What follows belongs to an exercise in optimizing a design on an open flow for small area, a short achievable clock period and few clock cycles per item; a production flow would make more cautious choices. Where RTL was checked, it was by simulation tests only, not by an equivalence proof against the original. No functional check of the RTL was part of run 2. Power and IR drop assume default switching activity.

==> design/flow/design.v <==
package tree_pkg;
	localparam int NUM_LEAVES = 16;
	localparam int ADDR_W = $clog2(NUM_LEAVES);
	localparam int NUM_LEVELS = ADDR_W;
	localparam int PAYLOAD_W = 8;
	typedef logic [ADDR_W-1:0] leaf_addr_t;
	typedef struct packed {
		logic valid;
		leaf_addr_t dest;
		logic [PAYLOAD_W-1:0] payload;
	} packet_t;
	localparam int PKT_W = 1 + ADDR_W + PAYLOAD_W;
endpackage
package route_pkg;
	typedef enum logic [1:0] {
		DIR_VOID  = 2'b00,
		DIR_LEFT  = 2'b01,
		DIR_RIGHT = 2'b10,
		DIR_UP    = 2'b11
	} dir_t;
endpackage
module direction_decoder #(
	parameter int node_addr = 0,
	parameter int level = 0
) (
	input tree_pkg::packet_t pkt_i,
	output route_pkg::dir_t dir_o
);
	localparam int top_bit = tree_pkg::ADDR_W - 1;
	logic subtree_hit;
	logic branch_bit;
	if (level == 0) begin : g_root
		assign subtree_hit = 1'b1;
	end else begin : g_inner
		assign subtree_hit = pkt_i.dest[top_bit -: level] == level'(node_addr);
	end
	assign branch_bit = pkt_i.dest[top_bit - level];
	always_comb begin
		if (!pkt_i.valid)
			dir_o = route_pkg::DIR_VOID;
		else if (!subtree_hit)
			dir_o = route_pkg::DIR_UP;
		else if (branch_bit)
			dir_o = route_pkg::DIR_RIGHT;
		else
			dir_o = route_pkg::DIR_LEFT;
	end
endmodule
module tree_arbiter #(
	parameter int level = 0
) (
	input route_pkg::dir_t dir_l_i,
	input route_pkg::dir_t dir_r_i,
	input route_pkg::dir_t dir_u_i,
	output route_pkg::dir_t sel_l_o,
	output route_pkg::dir_t sel_r_o,
	output route_pkg::dir_t sel_u_o
);
	if (level == 0) begin : g_root
		always_comb begin
			sel_l_o = route_pkg::DIR_VOID;
			sel_r_o = route_pkg::DIR_VOID;
			sel_u_o = route_pkg::DIR_VOID;
			if (dir_l_i == route_pkg::DIR_LEFT)
				sel_l_o = route_pkg::DIR_LEFT;
			if (dir_r_i == route_pkg::DIR_RIGHT)
				sel_r_o = route_pkg::DIR_RIGHT;
			if (dir_r_i == route_pkg::DIR_LEFT) begin
				if (sel_l_o == route_pkg::DIR_VOID)
					sel_l_o = route_pkg::DIR_RIGHT;
				else
					sel_r_o = route_pkg::DIR_RIGHT;
			end
			if (dir_l_i == route_pkg::DIR_RIGHT) begin
				if (sel_r_o == route_pkg::DIR_VOID)
					sel_r_o = route_pkg::DIR_LEFT;
				else
					sel_l_o = route_pkg::DIR_LEFT;
			end
		end
	end else begin : g_inner
		always_comb begin
			sel_l_o = route_pkg::DIR_VOID;
			sel_r_o = route_pkg::DIR_VOID;
			sel_u_o = route_pkg::DIR_VOID;
			if (dir_l_i == route_pkg::DIR_LEFT)
				sel_l_o = route_pkg::DIR_LEFT;
			if (dir_r_i == route_pkg::DIR_RIGHT)
				sel_r_o = route_pkg::DIR_RIGHT;
			if (dir_u_i == route_pkg::DIR_UP)
				sel_u_o = route_pkg::DIR_UP;
			if (dir_u_i == route_pkg::DIR_LEFT) begin
				if (sel_l_o == route_pkg::DIR_VOID)
					sel_l_o = route_pkg::DIR_UP;
				else
					sel_u_o = route_pkg::DIR_UP;
			end
			if (dir_u_i == route_pkg::DIR_RIGHT) begin
				if (sel_r_o == route_pkg::DIR_VOID)
					sel_r_o = route_pkg::DIR_UP;
				else
					sel_u_o = route_pkg::DIR_UP;
			end
			if (dir_l_i == route_pkg::DIR_RIGHT) begin
				if (sel_r_o == route_pkg::DIR_VOID)
					sel_r_o = route_pkg::DIR_LEFT;
				else if (sel_l_o == route_pkg::DIR_VOID)
					sel_l_o = route_pkg::DIR_LEFT;
				else
					sel_u_o = route_pkg::DIR_LEFT;
			end
			if (dir_r_i == route_pkg::DIR_LEFT) begin
				if (sel_l_o == route_pkg::DIR_VOID)
					sel_l_o = route_pkg::DIR_RIGHT;
				else if (sel_r_o == route_pkg::DIR_VOID)
					sel_r_o = route_pkg::DIR_RIGHT;
				else
					sel_u_o = route_pkg::DIR_RIGHT;
			end
			if (dir_l_i == route_pkg::DIR_UP) begin
				if (sel_u_o == route_pkg::DIR_VOID)
					sel_u_o = route_pkg::DIR_LEFT;
				else if (sel_l_o == route_pkg::DIR_VOID)
					sel_l_o = route_pkg::DIR_LEFT;
				else
					sel_r_o = route_pkg::DIR_LEFT;
			end
			if (dir_r_i == route_pkg::DIR_UP) begin
				if (sel_u_o == route_pkg::DIR_VOID)
					sel_u_o = route_pkg::DIR_RIGHT;
				else if (sel_r_o == route_pkg::DIR_VOID)
					sel_r_o = route_pkg::DIR_RIGHT;
				else
					sel_l_o = route_pkg::DIR_RIGHT;
			end
		end
	end
endmodule
module tree_switch #(
	parameter int node_addr = 0,
	parameter int level = 0
) (
	input logic clk,
	input logic reset,
	input tree_pkg::packet_t l_i,
	input tree_pkg::packet_t r_i,
	input tree_pkg::packet_t u_i,
	output tree_pkg::packet_t l_o,
	output tree_pkg::packet_t r_o,
	output tree_pkg::packet_t u_o
);
	route_pkg::dir_t dir_l;
	route_pkg::dir_t dir_r;
	route_pkg::dir_t dir_u;
	route_pkg::dir_t sel_l;
	route_pkg::dir_t sel_r;
	route_pkg::dir_t sel_u;
	function automatic tree_pkg::packet_t pick(
		input route_pkg::dir_t sel,
		input tree_pkg::packet_t from_l,
		input tree_pkg::packet_t from_r,
		input tree_pkg::packet_t from_u
	);
		case (sel)
			route_pkg::DIR_LEFT: pick = from_l;
			route_pkg::DIR_RIGHT: pick = from_r;
			route_pkg::DIR_UP: pick = from_u;
			default: pick = '0;
		endcase
	endfunction
	direction_decoder #(.node_addr(node_addr), .level(level)) u_dec_l (
		.pkt_i(l_i),
		.dir_o(dir_l)
	);
	direction_decoder #(.node_addr(node_addr), .level(level)) u_dec_r (
		.pkt_i(r_i),
		.dir_o(dir_r)
	);
	direction_decoder #(.node_addr(node_addr), .level(level)) u_dec_u (
		.pkt_i(u_i),
		.dir_o(dir_u)
	);
	tree_arbiter #(.level(level)) u_arb (
		.dir_l_i(dir_l),
		.dir_r_i(dir_r),
		.dir_u_i(dir_u),
		.sel_l_o(sel_l),
		.sel_r_o(sel_r),
		.sel_u_o(sel_u)
	);
	always_ff @(posedge clk) begin
		if (reset) begin
			l_o <= '0;
			r_o <= '0;
			u_o <= '0;
		end else begin
			l_o <= pick(sel_l, l_i, r_i, u_i);
			r_o <= pick(sel_r, l_i, r_i, u_i);
			u_o <= pick(sel_u, l_i, r_i, u_i);
		end
	end
endmodule
module leaf_port #(
	parameter int leaf_addr = 0
) (
	input logic clk,
	input logic reset,
	input tree_pkg::packet_t link_i,
	output tree_pkg::packet_t link_o,
	input tree_pkg::packet_t inject_i,
	output tree_pkg::packet_t deliver_o,
	output logic resend_o
);
	logic for_me;
	assign for_me = link_i.valid && (link_i.dest == tree_pkg::leaf_addr_t'(leaf_addr));
	assign resend_o = link_i.valid && !for_me;
	always_ff @(posedge clk) begin
		if (reset) begin
			link_o <= '0;
			deliver_o <= '0;
		end else begin
			if (for_me)
				deliver_o <= link_i;
			else
				deliver_o <= '0;
			if (resend_o)
				link_o <= link_i;
			else
				link_o <= inject_i;
		end
	end
endmodule
module tree_network (
	input logic clk,
	input logic reset,
	input logic [tree_pkg::NUM_LEAVES*tree_pkg::PKT_W-1:0] inject_i,
	output logic [tree_pkg::NUM_LEAVES*tree_pkg::PKT_W-1:0] deliver_o,
	output logic [tree_pkg::NUM_LEAVES-1:0] resend_o
);
	localparam int num_nodes = 2 * tree_pkg::NUM_LEAVES - 1;
	localparam int pw = tree_pkg::PKT_W;
	logic [num_nodes*pw-1:0] down_w;
	logic [num_nodes*pw-1:0] up_w;
	assign down_w[0 +: pw] = '0;
	for (genvar k = 0; k < tree_pkg::NUM_LEVELS; k++) begin : g_level
		for (genvar j = 0; j < (1 << k); j++) begin : g_node
			localparam int n = (1 << k) - 1 + j;
			tree_switch #(
				.node_addr(j),
				.level(k)
			) u_switch (
				.clk(clk),
				.reset(reset),
				.l_i(up_w[(2*n+1)*pw +: pw]),
				.r_i(up_w[(2*n+2)*pw +: pw]),
				.u_i(down_w[n*pw +: pw]),
				.l_o(down_w[(2*n+1)*pw +: pw]),
				.r_o(down_w[(2*n+2)*pw +: pw]),
				.u_o(up_w[n*pw +: pw])
			);
		end
	end
	for (genvar m = 0; m < tree_pkg::NUM_LEAVES; m++) begin : g_leaf
		localparam int n = tree_pkg::NUM_LEAVES - 1 + m;
		leaf_port #(
			.leaf_addr(m)
		) u_leaf (
			.clk(clk),
			.reset(reset),
			.link_i(down_w[n*pw +: pw]),
			.link_o(up_w[n*pw +: pw]),
			.inject_i(inject_i[m*tree_pkg::PKT_W +: tree_pkg::PKT_W]),
			.deliver_o(deliver_o[m*tree_pkg::PKT_W +: tree_pkg::PKT_W]),
			.resend_o(resend_o[m])
		);
	end
endmodule
==> design/flow/run.sh <==
#!/bin/bash
# synth_recipe.tcl (not shown) runs the flow's synth.tcl, then flattens the netlist and writes it again
# the make line also repeats each setting of config.mk as NAME=value (left out here)
make -C /OpenROAD-flow-scripts/flow DESIGN_CONFIG=/design/flow/config.mk WORK_HOME=/design/flow/orfs CLKGATE_MAP_FILE= SYNTH_SCRIPT=/design/flow/synth_recipe.tcl finish
==> design/flow/config.mk <==
export PLATFORM = sky130hd
export DESIGN_NAME = tree_network
export DESIGN_NICKNAME = tree_network
export VERILOG_FILES = /design/flow/design.v
export SDC_FILE = /design/flow/constraint.sdc
export NUM_CORES = 4
export LEC_CHECK = 0
export CAP_MARGIN = 20
export CORE_MARGIN = 2
export CORE_UTILIZATION = 40
export SLEW_MARGIN = 20
==> design/flow/constraint.sdc <==
create_clock -name core_clock -period 4.0 [get_ports {clk}]
set_input_delay 0.8000 -clock core_clock [delete_from_list [all_inputs] [get_ports {clk}]]
set_output_delay 0.8000 -clock core_clock [all_outputs]
set_load 0.01 [all_outputs]
==> metrics.md, run 1 <==
| Metric | Value |
|---|---|
| Max frequency | `0.2743 GHz` |
| Post-CTS Hold Buffers | `0` |
| Period utilization | `91.13%` |
| CP Launch Type | `flop` |
| Final nets | `5011` |
| Core area | `99860 µm²` |
| DP Wirelength | `90.73 mm` |
| Port Buf Inserts | `433` |
| Crit. Startpoint | `g_level[3].g_node[2].u_switch.l_o[9]` |
| Cells after Synth | `4464` |
| Post-synthesis cell type count | `98` |
| Placement Setup Slack | `1062 ps` |
| Worst slew pin tran | `1086 ps` |
| Slew Limit Fails | `0` |
| Clock Root Buffer | `clkbuf_16` |
| RePlAce Congestion | `0.9517` |
| Crit path DAT | `2850 ps` |
| Vias in the first global route | `34650` |
| Status | `complete, no violations` |
| Worst slew margin | `27.57%` |
| Synth-to-layout area growth | `22.91%` |
| Setup TNS | `0 ps` |
| Crit end category | `primary output` |
| Share of layout cells above drive strength 1 | `8.347%` |
| Clk slew on worst S/H paths | `60 ps` |
| Ys async rst share | `0%` |
| Die Wd | `321.0 µm` |
| Ys flop type | `dfxtp_1` |
| Clock Sinks | `988` |
| Max clock buf depth | `3` |
| Sequential area share after synthesis | `49.20%` |
| H-tree depth | `3` |
| Worst path slowest cell | `or4b_2` |
| RR Startpoint | `g_leaf[5].u_leaf.link_o[11]` |
| Routed WL | `127.7 mm` |
| Dpl cell area | `45700 µm²` |
| Final setup viols | `0` |
| Detailed Routing Iterations Pass 1 | `10` |
| HP Class | `flop to flop` |
| Syn Std Cell Area | `40200 µm²` |
| Warnings from Yosys | `50` |
| Starting DRC count in detailed routing | `4502` |
| Largest net degree at the start of global routing | `97` |
| Number of flops mapped to enable cells by yosys | `0` |
| Max IR drop VDD | `0.3496 mV` |
| Leakage | `16.92 nW` |
| Die Ht | `321.0 µm` |
| Final hold violation count | `0` |
| RSZ-0062 raised after global routing | `false` |
| Vias | `36200` |
| Flops & latches, synth | `988` |
| CP peak stage delay | `700 ps` |
| Layout Skew | `25.38 ps` |
| Die area | `103000 µm²` |
| Pwr Density | `438.3 nW/µm²` |
| Reg2reg path depth | `7` |
| Average footprint of a synthesized cell | `9.005 µm²` |
| DR WL/cell | `20.64 µm` |
| Initial antenna violation count | `3` |
| Finished Cell Area | `49400 µm²` |
| Site row count | `116` |
| Max-Cap Viols | `0` |
| Grt ovf | `0` |
| Drt via density | `5.851` |
| I/O pins | `434` |
| First-pass GRT wire length | `199.0 mm` |
| Total power | `21.65 mW` |
| Total CTS buffers | `104` |
| Starting Density | `40.26%` |
| CTS-repair resized insts | `0` |
| HP Start | `g_level[3].g_node[3].u_switch.l_o[1]` |
| Critical path class | `flop to primary output` |
| Number of post-CTS setup repair buffers | `0` |
| Hold Path Depth | `2` |
| WP data required | `3200 ps` |
| Post-route ant nets | `0` |
| Clock Latency Late Sink | `680 ps` |
| # fillers | `9439` |
| DRC viols | `0` |
| Worst-path maximum fanout | `12` |
| Fin crit period | `3645 ps` |
| Final worst slack | `354.7 ps` |
| CP Cell Sequence | `or4b_2 -> nand2_1 -> inv_1 -> clkdlybuf4s50_1` |
| CTS tree | `built` |
| Overall global routing resource usage | `23.76%` |
-- registers in the layout (all words and copies together) (netlist names) --
signal / flops
g_level.g_node.u_switch.u_o: 182
g_level.g_node.u_switch.r_o: 195
g_level.g_node.u_switch.l_o: 195
g_leaf.u_leaf.link_o: 208
g_leaf.u_leaf.deliver_o: 208
-- cells by family after synthesis --
kind of cell | Yosys count | share of synthesized area, %
AOI/OAI and AO/OA | 1538 | 27.44
DFF | 988 | 49.20
buffers and inverters | 471 | 4.719
and+or+nand+nor | 1424 | 17.49
muxes | 40 | 1.077
adders and majority gates | 2 | 0.06224
other | 1 | 0.009329
-- worst max-delay path: cells and delay by family, from the launching register on --
family	cells	cell delay (ps)
AND/OR/NAND/NOR	2	1020
flip-flops	1	300
buffers and inverters	2	840
-- where the power goes --
group          internal (mW)  switching (mW)
Combinational          0.507           0.658
Sequential              10.0           0.255
Clock                   6.15            4.05
-- through the flow --
stage	hold slack [ps]	cells	utilization, %
floorplan	427.3	4495	-
global placement	437.9	5989	45.76
detailed placement	438.0	5989	45.76
CTS	446.5	6184	49.43
global route	457.0	6187	49.48
finish	445.7	6187	49.48
-- per-layer routing --
layer  global-route usage (%)  up-vias  routed length [µm]
li1                         -    17300                   -
met1                    31.92    17080               55600
met2                    38.74     1562               59710
met3                    3.803      263                8443
met4                    8.110        0                3929
met5                        0        -                   0
-- worst paths after layout --
kind                                     endpoint  slack (ps)
max                                   resend_o[4]         350
min                    g_leaf[6].u_leaf.link_o[1]         450
max reg2reg  g_level[3].g_node[2].u_switch.r_o[9]        1030
min reg2reg            g_leaf[6].u_leaf.link_o[1]         450
-- layout make-up --
class / count / area, µm² / share of cell area (%)
Timing Repair Buffer: 533 / 5137 / 10.40
Antenna cell: 1 / 2.502 / 0.005065
Tap cell: 1298 / 1624 / 3.287
Clock buffer: 141 / 2988 / 6.048
Clock inverter: 54 / 675.6 / 1.368
Inverter: 136 / 513.0 / 1.038
Sequential cell: 988 / 19780 / 40.03
Multi-Input combinational cell: 3036 / 18690 / 37.82
-- cells in the mapped netlist, types with 36 or more instances --
cell type	n	area (µm²)
o21a_1	55	412.9
buf_2	40	200.2
clkbuf_1	265	994.7
a221oi_1	36	315.3
inv_1	133	499.2
a21oi_1	414	2072
nor2_1	274	1028
and2_1	150	938.4
nor3_1	84	420.4
a211oi_1	74	555.5
a31oi_1	71	444.2
nand3_1	194	970.9
a22oi_1	199	1494
a222oi_1	105	1051
o21ai_0	100	500.5
a32oi_1	52	455.4
o211ai_1	133	998.5
nand2_1	490	1839
dfxtp_1	988	19780
-- layout by cell type (no fill, tap or decap), types with 109 or more instances in the layout --
| master | count |
|---|---|
| and2_1 | 150 |
| dfxtp_1 | 988 |
| clkdlybuf4s50_1 | 432 |
| o211ai_1 | 133 |
| clkbuf_16 | 109 |
| a22oi_1 | 199 |
| nand2_1 | 490 |
| nor2_1 | 274 |
| nand3_1 | 194 |
| a21oi_1 | 414 |
| inv_1 | 133 |
Testbench counts, summed over its fixed seeds: cycles 2,269, items 8,192.
==> run 2, diff against run 1 <==
==> design/flow/design.v (replaced) <==
package tree_pkg;
	localparam int NUM_LEAVES = 16;
	localparam int ADDR_W = $clog2(NUM_LEAVES);
	localparam int NUM_LEVELS = ADDR_W;
	localparam int PAYLOAD_W = 8;
	typedef logic [ADDR_W-1:0] leaf_addr_t;
	typedef struct packed {
		logic valid;
		leaf_addr_t dest;
		logic [PAYLOAD_W-1:0] payload;
	} packet_t;
	localparam int PKT_W = 1 + ADDR_W + PAYLOAD_W;
endpackage
package route_pkg;
	typedef enum logic [1:0] {
		DIR_VOID  = 2'b00,
		DIR_LEFT  = 2'b01,
		DIR_RIGHT = 2'b10,
		DIR_UP    = 2'b11
	} dir_t;
endpackage
module tree_network (
	input logic clk,
	input logic reset,
	input logic [tree_pkg::NUM_LEAVES*tree_pkg::PKT_W-1:0] inject_i,
	output logic [tree_pkg::NUM_LEAVES*tree_pkg::PKT_W-1:0] deliver_o,
	output logic [tree_pkg::NUM_LEAVES-1:0] resend_o
);
	localparam int nl = tree_pkg::NUM_LEAVES;
	localparam int pw = tree_pkg::PKT_W;
	localparam int aw = tree_pkg::ADDR_W;
	localparam int dw = tree_pkg::PAYLOAD_W;
	logic [aw-1:0] prio;
	always_ff @(posedge clk) begin
		if (reset)
			prio <= '0;
		else
			prio <= prio + 1'b1;
	end
	logic [nl-1:0] lnk_v;
	logic [nl*2-1:0] lnk_k;
	logic [nl*dw-1:0] lnk_p;
	logic [nl*4-1:0] gnt1;
	logic [nl-1:0] lnk_taken;
	always_comb begin
		for (int g = 0; g < 4; g++) begin
			for (int j = 0; j < 4; j++) begin
				logic [3:0] rq;
				logic [3:0] gt;
				for (int a = 0; a < 4; a++)
					rq[a] = inject_i[(4*g+a)*pw + 12] && inject_i[(4*g+a)*pw + 8 +: 2] == 2'(j);
				for (int a = 0; a < 4; a++) begin
					gt[a] = rq[a];
					for (int b = 0; b < 4; b++)
						if (rq[b] && ((2'(b) ^ prio[1:0]) < (2'(a) ^ prio[1:0])))
							gt[a] = 1'b0;
				end
				lnk_v[4*g+j] = |rq;
				lnk_k[(4*g+j)*2 +: 2] = '0;
				lnk_p[(4*g+j)*dw +: dw] = '0;
				for (int a = 0; a < 4; a++) begin
					lnk_k[(4*g+j)*2 +: 2] |= {2{gt[a]}} & inject_i[(4*g+a)*pw + 10 +: 2];
					lnk_p[(4*g+j)*dw +: dw] |= {dw{gt[a]}} & inject_i[(4*g+a)*pw +: dw];
				end
				gnt1[(4*g+j)*4 +: 4] = gt;
			end
		end
	end
	always_comb begin
		lnk_taken = '0;
		for (int j = 0; j < 4; j++) begin
			for (int k = 0; k < 4; k++) begin
				logic [3:0] rq;
				logic [3:0] gt;
				logic [dw-1:0] pl;
				for (int g = 0; g < 4; g++)
					rq[g] = lnk_v[4*g+j] && lnk_k[(4*g+j)*2 +: 2] == 2'(k);
				for (int g = 0; g < 4; g++) begin
					gt[g] = rq[g];
					for (int h = 0; h < 4; h++)
						if (rq[h] && ((2'(h) ^ 2'(j) ^ prio[3:2]) < (2'(g) ^ 2'(j) ^ prio[3:2])))
							gt[g] = 1'b0;
				end
				pl = '0;
				for (int g = 0; g < 4; g++) begin
					pl |= {dw{gt[g]}} & lnk_p[(4*g+j)*dw +: dw];
					lnk_taken[4*g+j] |= gt[g];
				end
				deliver_o[(4*k+j)*pw +: pw] = {(|rq) && !reset, aw'(4*k+j), pl};
			end
		end
	end
	always_comb begin
		for (int g = 0; g < 4; g++) begin
			for (int a = 0; a < 4; a++) begin
				logic won;
				won = 1'b0;
				for (int j = 0; j < 4; j++)
					won |= gnt1[(4*g+j)*4 + a] && lnk_taken[4*g+j];
				resend_o[4*g+a] = inject_i[(4*g+a)*pw + 12] && !won;
			end
		end
	end
endmodule
==> run 2 against run 1 <==
The flow now stops in global routing (5_1_grt); synthesized cell count fell by 61%; synthesized area decreased by 70%.
==> metrics.md, run 2 <==
| Metric | Value |
|---|---|
| Ys async rst share | `0%` |
| Cell with the most instances after synthesis | `a22oi_1` |
| Starting Density | `40.41%` |
| RePlAce Congestion | `1.102` |
| Synth cell count leaders | `a22oi_1 (412), nand2_1 (281), nor2_1 (74)` |
| Site row count | `63` |
| Ys flop type | `dfxtp_1` |
| Grt ovf | `5581` |
| Die Ht | `176.6 µm` |
| Yosys top cell area share | `25.96%` |
| Largest net degree at the start of global routing | `46` |
| H-tree depth | `1` |
| Clock Root Buffer | `clkbuf_16` |
| Average footprint of a synthesized cell | `6.776 µm²` |
| Syn Std Cell Area | `11910 µm²` |
| DP Wirelength | `67.26 mm` |
| Overall global routing resource usage | `109.3%` |
| Cells after Synth | `1758` |
| Clock Sinks | `4` |
| Sequential area share after synthesis | `0.6722%` |
| First-pass GRT wire length | `244.7 mm` |
| Port Buf Inserts | `369` |
| Stop stage | `global routing (5_1_grt)` |
| Max clock buf depth | `2` |
| Status | `aborted with a tool error` |
| Number of flops mapped to enable cells by yosys | `0` |
| Largest area contributor in the netlist | `a22oi_1` |
| Post-synthesis cell type count | `87` |
| Tool error | `[ERROR GRT-0116] Global routing finished with congestion. Check the congestion regions in the DRC Viewer.` |
| Flops & latches, synth | `4` |
| Largest cells by area after synthesis | `a22oi_1 (26%), nand2_1 (8.9%), buf_4 (4.3%)` |
| Vias in the first global route | `30700` |
| Total CTS buffers | `3` |
| Post-CTS Hold Buffers | `0` |
| Die Wd | `176.6 µm` |
| Warnings from Yosys | `1` |
| Placed instance count | `3023` |
| I/O pins | `434` |
[run 2: worst min-delay path by stage]
stage / startpoint / end / slack, ps / cells after the start
3_3_place_gp: prio[0] / prio[0] / 580 / 2
3_5_place_dp: prio[0] / prio[0] / 600 / 2
4_1_cts: prio[0] / prio[0] / 620 / 2
2_1_floorplan: prio[0] / prio[1] / 700 / 2
[run 2: what timing repair did]
item	CTS
buffers inserted	297
cloned	4
pin swaps	361
gates resized for setup	1742
endpoints found under the setup margin	160
endpoints found under the hold margin	0
[run 2: cell families after synthesis]
kind of cell	share of synthesized area [%]
and+or+nand+nor	42.48
AOI/OAI and AO/OA	47.98
buffers and inverters	8.550
DFF	0.6722
xor gates and xnor gates	0.1471
other	0.06304
adders and majority gates	0.1050
[run 2: metal layers]
metal  track usage [%]  GRT overflow
met5             100.0           139
met4             80.17           522
met3             99.96           662
met2             121.5          2020
met1             117.1          2238
[run 2: power by group through the flow]
stage               logic, mW  registers (mW)  clock network (mW)
floorplan                1.32          0.0471                   0
global placement         3.00          0.0463                   0
detailed placement       3.03          0.0465                   0
CTS                      3.84          0.0463               0.157
[run 2: metrics by stage]
step | setup slack [ps] | cell area [µm²] | utilization [%]
4_1_cts | -622.0 | 26580 | 90.15
3_5_place_dp | -1654 | 20860 | 70.76
3_3_place_gp | -1520 | 20830 | 70.66
2_1_floorplan | -256.1 | 12660 | -
==> run 3, diff against run 2 <==
==> design/flow/design.v (replaced) <==
package tree_pkg;
	localparam int NUM_LEAVES = 16;
	localparam int ADDR_W = $clog2(NUM_LEAVES);
	localparam int NUM_LEVELS = ADDR_W;
	localparam int PAYLOAD_W = 8;
	typedef logic [ADDR_W-1:0] leaf_addr_t;
	typedef struct packed {
		logic valid;
		leaf_addr_t dest;
		logic [PAYLOAD_W-1:0] payload;
	} packet_t;
	localparam int PKT_W = 1 + ADDR_W + PAYLOAD_W;
endpackage
package route_pkg;
	typedef enum logic [1:0] {
		DIR_VOID  = 2'b00,
		DIR_LEFT  = 2'b01,
		DIR_RIGHT = 2'b10,
		DIR_UP    = 2'b11
	} dir_t;
endpackage
module tree_network (
	input logic clk,
	input logic reset,
	input logic [tree_pkg::NUM_LEAVES*tree_pkg::PKT_W-1:0] inject_i,
	output logic [tree_pkg::NUM_LEAVES*tree_pkg::PKT_W-1:0] deliver_o,
	output logic [tree_pkg::NUM_LEAVES-1:0] resend_o
);
	localparam int nl = tree_pkg::NUM_LEAVES;
	localparam int pw = tree_pkg::PKT_W;
	localparam int aw = tree_pkg::ADDR_W;
	localparam int dw = tree_pkg::PAYLOAD_W;
	logic [aw-1:0] prio;
	logic [nl-1:0] hold;
	logic [nl-1:0] won;
	logic [nl*aw-1:0] buf_d;
	logic [nl*dw-1:0] buf_p;
	logic [nl-1:0] cand_v;
	logic [nl*aw-1:0] cand_d;
	logic [nl*dw-1:0] cand_p;
	logic [nl-1:0] blocked;
	for (genvar s = 0; s < nl; s++) begin : g_src
		assign cand_v[s] = hold[s] || inject_i[s*pw + pw - 1];
		assign cand_d[s*aw +: aw] = hold[s] ? buf_d[s*aw +: aw] : inject_i[s*pw + dw +: aw];
		assign cand_p[s*dw +: dw] = hold[s] ? buf_p[s*dw +: dw] : inject_i[s*pw +: dw];
	end
	always_comb begin
		for (int s = 0; s < nl; s++) begin
			blocked[s] = 1'b0;
			for (int t = 0; t < nl; t++) begin
				int b;
				b = 0;
				for (int i = 0; i < aw; i++)
					if (((s ^ t) >> i) & 1)
						b = i;
				if (t != s && cand_v[t] && cand_d[t*aw +: aw] == cand_d[s*aw +: aw]
						&& ((s >> b) & 1) != prio[b])
					blocked[s] = 1'b1;
			end
		end
	end
	assign resend_o = hold;
	always_ff @(posedge clk) begin
		if (reset) begin
			prio <= '0;
			hold <= '0;
			won <= '0;
		end else begin
			prio <= prio + 1'b1;
			hold <= cand_v & blocked;
			won <= cand_v & ~blocked;
		end
	end
	always_ff @(posedge clk) begin
		buf_d <= cand_d;
		buf_p <= cand_p;
	end
	logic [nl-1:0] dlv_v;
	logic [nl*dw-1:0] dlv_p;
	for (genvar m = 0; m < nl; m++) begin : g_out
		logic [nl-1:0] sel;
		logic [dw-1:0] pl;
		always_comb begin
			pl = '0;
			for (int s = 0; s < nl; s++) begin
				sel[s] = won[s] && buf_d[s*aw +: aw] == aw'(m);
				pl |= {dw{sel[s]}} & buf_p[s*dw +: dw];
			end
		end
		always_ff @(posedge clk) begin
			if (reset)
				dlv_v[m] <= 1'b0;
			else
				dlv_v[m] <= |sel;
			dlv_p[m*dw +: dw] <= pl;
		end
		assign deliver_o[m*pw +: pw] = {dlv_v[m], aw'(m), dlv_p[m*dw +: dw]};
	end
endmodule
--- a/design/flow/config.mk
+++ b/design/flow/config.mk
@@ -8,4 +8,5 @@
 export CAP_MARGIN = 20
 export CORE_MARGIN = 2
-export CORE_UTILIZATION = 40
+export CORE_UTILIZATION = 30
+export SETUP_SLACK_MARGIN = 1.2
 export SLEW_MARGIN = 20
==> run 3 against run 2 <==
Synthesized cell count up 100%; synthesized area grew to 2.7 times the previous value; now clean on timing, DRC and antenna.
==> metrics.md, run 3 <==
| Metric | Value |
|---|---|
| Status | `complete, no violations` |
| Clock Sinks | `372` |
| Initial antenna violation count | `25` |
| Sequential Area | `8771 µm²` |
| Post-synthesis cell type count | `55` |
| Detailed Routing Iterations Pass 1 | `15` |
| DR WL/cell | `49.29 µm` |
| H-tree depth | `2` |
| Die Ht | `329.2 µm` |
| RR Startpoint | `buf_d[35]` |
| Cell with the most instances after synthesis | `a221oi_1` |
| Pwr Density | `432.2 nW/µm²` |
| HP Start | `reset` |
| CP peak stage delay | `1050 ps` |
| Final worst slack | `1048 ps` |
| Starting Density | `30.17%` |
| Ys flop type | `dfxtp_1` |
| Post-route ant nets | `0` |
| Port Buf Inserts | `369` |
| Average footprint of a synthesized cell | `8.985 µm²` |
| Placement Setup Slack | `297.0 ps` |
| Warnings from Yosys | `1` |
| Post-CTS Hold Buffers | `0` |
| Site row count | `119` |
| Clk slew on worst S/H paths | `70 ps` |
| Slew Limit Fails | `0` |
| Cells after Synth | `3530` |
| Worst-path maximum fanout | `9` |
| Layout Skew | `37.10 ps` |
| HP Class | `input pin to flop` |
| Core area | `105100 µm²` |
| Crit path DAT | `3420 ps` |
| Critical path class | `flop to flop` |
| Fin cells | `5450` |
| Worst slew pin tran | `1384 ps` |
| Commonest non-fill, non-tap cell in the layout | `a221oi_1` |
| Placed instance count | `5217` |
| Final hold violation count | `0` |
| Finished Cell Area | `41250 µm²` |
| RSZ-0062 raised after global routing | `true` |
| Max frequency | `0.3388 GHz` |
| DP Wirelength | `173.1 mm` |
| First-pass GRT wire length | `357.0 mm` |
| Vias | `42070` |
| Clock Latency Late Sink | `640 ps` |
| Most frequent cells in the layout | `a221oi_1 (513), a22o_1 (512), buf_4 (457), xnor2_1 (446), clkdlybuf4s50_1 (368)` |
| Crit. Startpoint | `buf_d[35]` |
| Multi-input logic area | `20710 µm²` |
| RePlAce Congestion | `1.099` |
| Largest area contributor in the netlist | `dfxtp_1` |
| Share of layout cells above drive strength 1 | `18.08%` |
| Worst slew margin | `7.704%` |
| Drt via density | `7.720` |
| Final nets | `4213` |
| # fillers | `10560` |
| Starting DRC count in detailed routing | `9706` |
| Period utilization | `73.79%` |
| CP Launch Type | `flop` |
| CTS tree | `built` |
| Ys async rst share | `0%` |
| Overall global routing resource usage | `48.05%` |
| I/O pins | `434` |
| Sequential area share after synthesis | `27.52%` |
| Grt ovf | `0` |
| Flops & latches, synth | `372` |
| Clock Root Buffer | `clkbuf_16` |
| Worst path slowest cell | `nor2_1` |
| DRC viols | `0` |
| Synth-to-layout area growth | `30.06%` |
| Fin crit period | `2952 ps` |
| Setup TNS | `0 ps` |
| Number of flops mapped to enable cells by yosys | `128` |
| Dpl cell area | `38010 µm²` |
| Die area | `108300 µm²` |
| Max IR drop VDD | `0.3241 mV` |
| Total CTS buffers | `43` |
| WP data required | `4470 ps` |
| Crit end category | `flop` |
| Yosys top cell area share | `15.40%` |
| Routed WL | `268.6 mm` |
| Largest net degree at the start of global routing | `23` |
| Leakage | `14.30 nW` |
| Syn Std Cell Area | `31720 µm²` |
| Synth cell count leaders | `a221oi_1 (513), a22o_1 (512), xnor2_1 (446)` |
| Largest cells by area after synthesis | `dfxtp_1 (15%), a221oi_1 (14%), a22o_1 (14%)` |
| Biggest regs | `buf_p (128), dlv_p (128), buf_d (64)` |
| CP Cell Sequence | `nand3_1 -> nor2_1 -> a221oi_1 -> nand4_1` |
| Die Wd | `329.2 µm` |
| Max-Cap Viols | `0` |
| Max clock buf depth | `3` |
| Final setup viols | `0` |
| Vias in the first global route | `38760` |
## run 3: routing by layer
metal	track usage [%]	up-vias	part of all wire, %
met2	64.31	4912	37
met3	29.78	1829	16
li1	-	14980	-
met4	32.52	48	10
met5	7.565	-	0.42
met1	55.39	20310	36
## run 3: area by class of cell
type | count | area share (%)
diodes | 22 | 0.1335
multi-input cells | 2617 | 50.21
well taps | 1391 | 4.219
inverters | 92 | 0.8371
flip-flops and latches | 372 | 21.26
clock inverters | 15 | 0.4701
clock buffers | 65 | 3.257
repair buffers | 876 | 19.61
## run 3: path summary, 6_finish.rpt
check	end	slack [ps]	depth (start not counted)
min	prio[2]	550	2
max	dlv_p[112]	1050	4
max reg2reg	dlv_p[112]	1050	4
min reg2reg	buf_d[26]	600	2
## run 3: cell families after synthesis
logic type,share of synthesized area [%]
compound gates,31.62
xor+xnor,13.31
fa+ha+maj,0.03944
buf+inv,8.773
flops,27.52
mux,4.544
other cells,0.02368
simple gates,14.17
## run 3: per-stage QoR
step	util [%]	power (mW)	hold slack [ps]
3_5_place_dp	36.15	12.30	617.1
5_1_grt	39.21	17.87	551.3
2_1_floorplan	-	8.514	545.0
3_3_place_gp	36.15	12.33	598.0
6_report	39.24	17.83	548.7
4_1_cts	38.54	16.87	530.7
## run 3: what timing repair did
| item | 4_1_cts | 5_1_grt |
|---|---|---|
| gates resized for setup | 22 | 22 |
| buffers inserted | 73 | 55 |
| endpoints found under the setup margin | 48 | 38 |
| pin swaps | 0 | 0 |
## run 3: worst max-delay path, delay by kind of cell (launching register included)
| family | cells | cell delay, ps |
|---|---|---|
| AND/OR/NAND/NOR | 3 | 2120 |
| flip-flops | 1 | 470 |
| AO/OA/AOI/OAI | 1 | 180 |
## run 3: where the power goes
part           switching, mW  internal [mW]  leakage (nW)  total (mW)
Combinational           5.36           2.86          10.2        8.22
Clock                   1.78           2.54         0.752        4.31
Sequential             0.806           4.49          3.37        5.30
Total                   7.95           9.88          14.3        17.8
Testbench counts of run 3, summed over its fixed seeds: cycles 939, items 8,192.

==> what the ideal ports hide <==
In the flow no input, the clock included, has a driving cell. The finished layouts below were timed again as built, in two steps. Step 1 (the two cells are an assumption about what drives the block):
set clk [get_ports {clk}]
set_driving_cell -lib_cell sky130_fd_sc_hd__clkbuf_16 $clk
set_driving_cell -lib_cell sky130_fd_sc_hd__buf_2 [delete_from_list [all_inputs] $clk]
Step 2 adds t to the input delays and takes it off the output delays; t is the mean of the earliest and latest rising clock arrival at the registers after step 1. Input paths then give back, and output paths get back, about the clock's delay inside the block. a / b / c = ideal / step 1 / step 2; a / b = the first two.
run	shift t [ns]	setup slack, ns	worst register clock-pin slew, ns
run 1	0.743	0.355 / 0.282 / 1.025	0.07 / 0.07
run 3	0.695	1.048 / 1.048 / 0.529	0.07 / 0.07
After both steps every run listed still meets setup and hold. The setup slack of run 3, which loses most, moves by 0.000 ns with the drivers and by -0.519 ns with both steps.
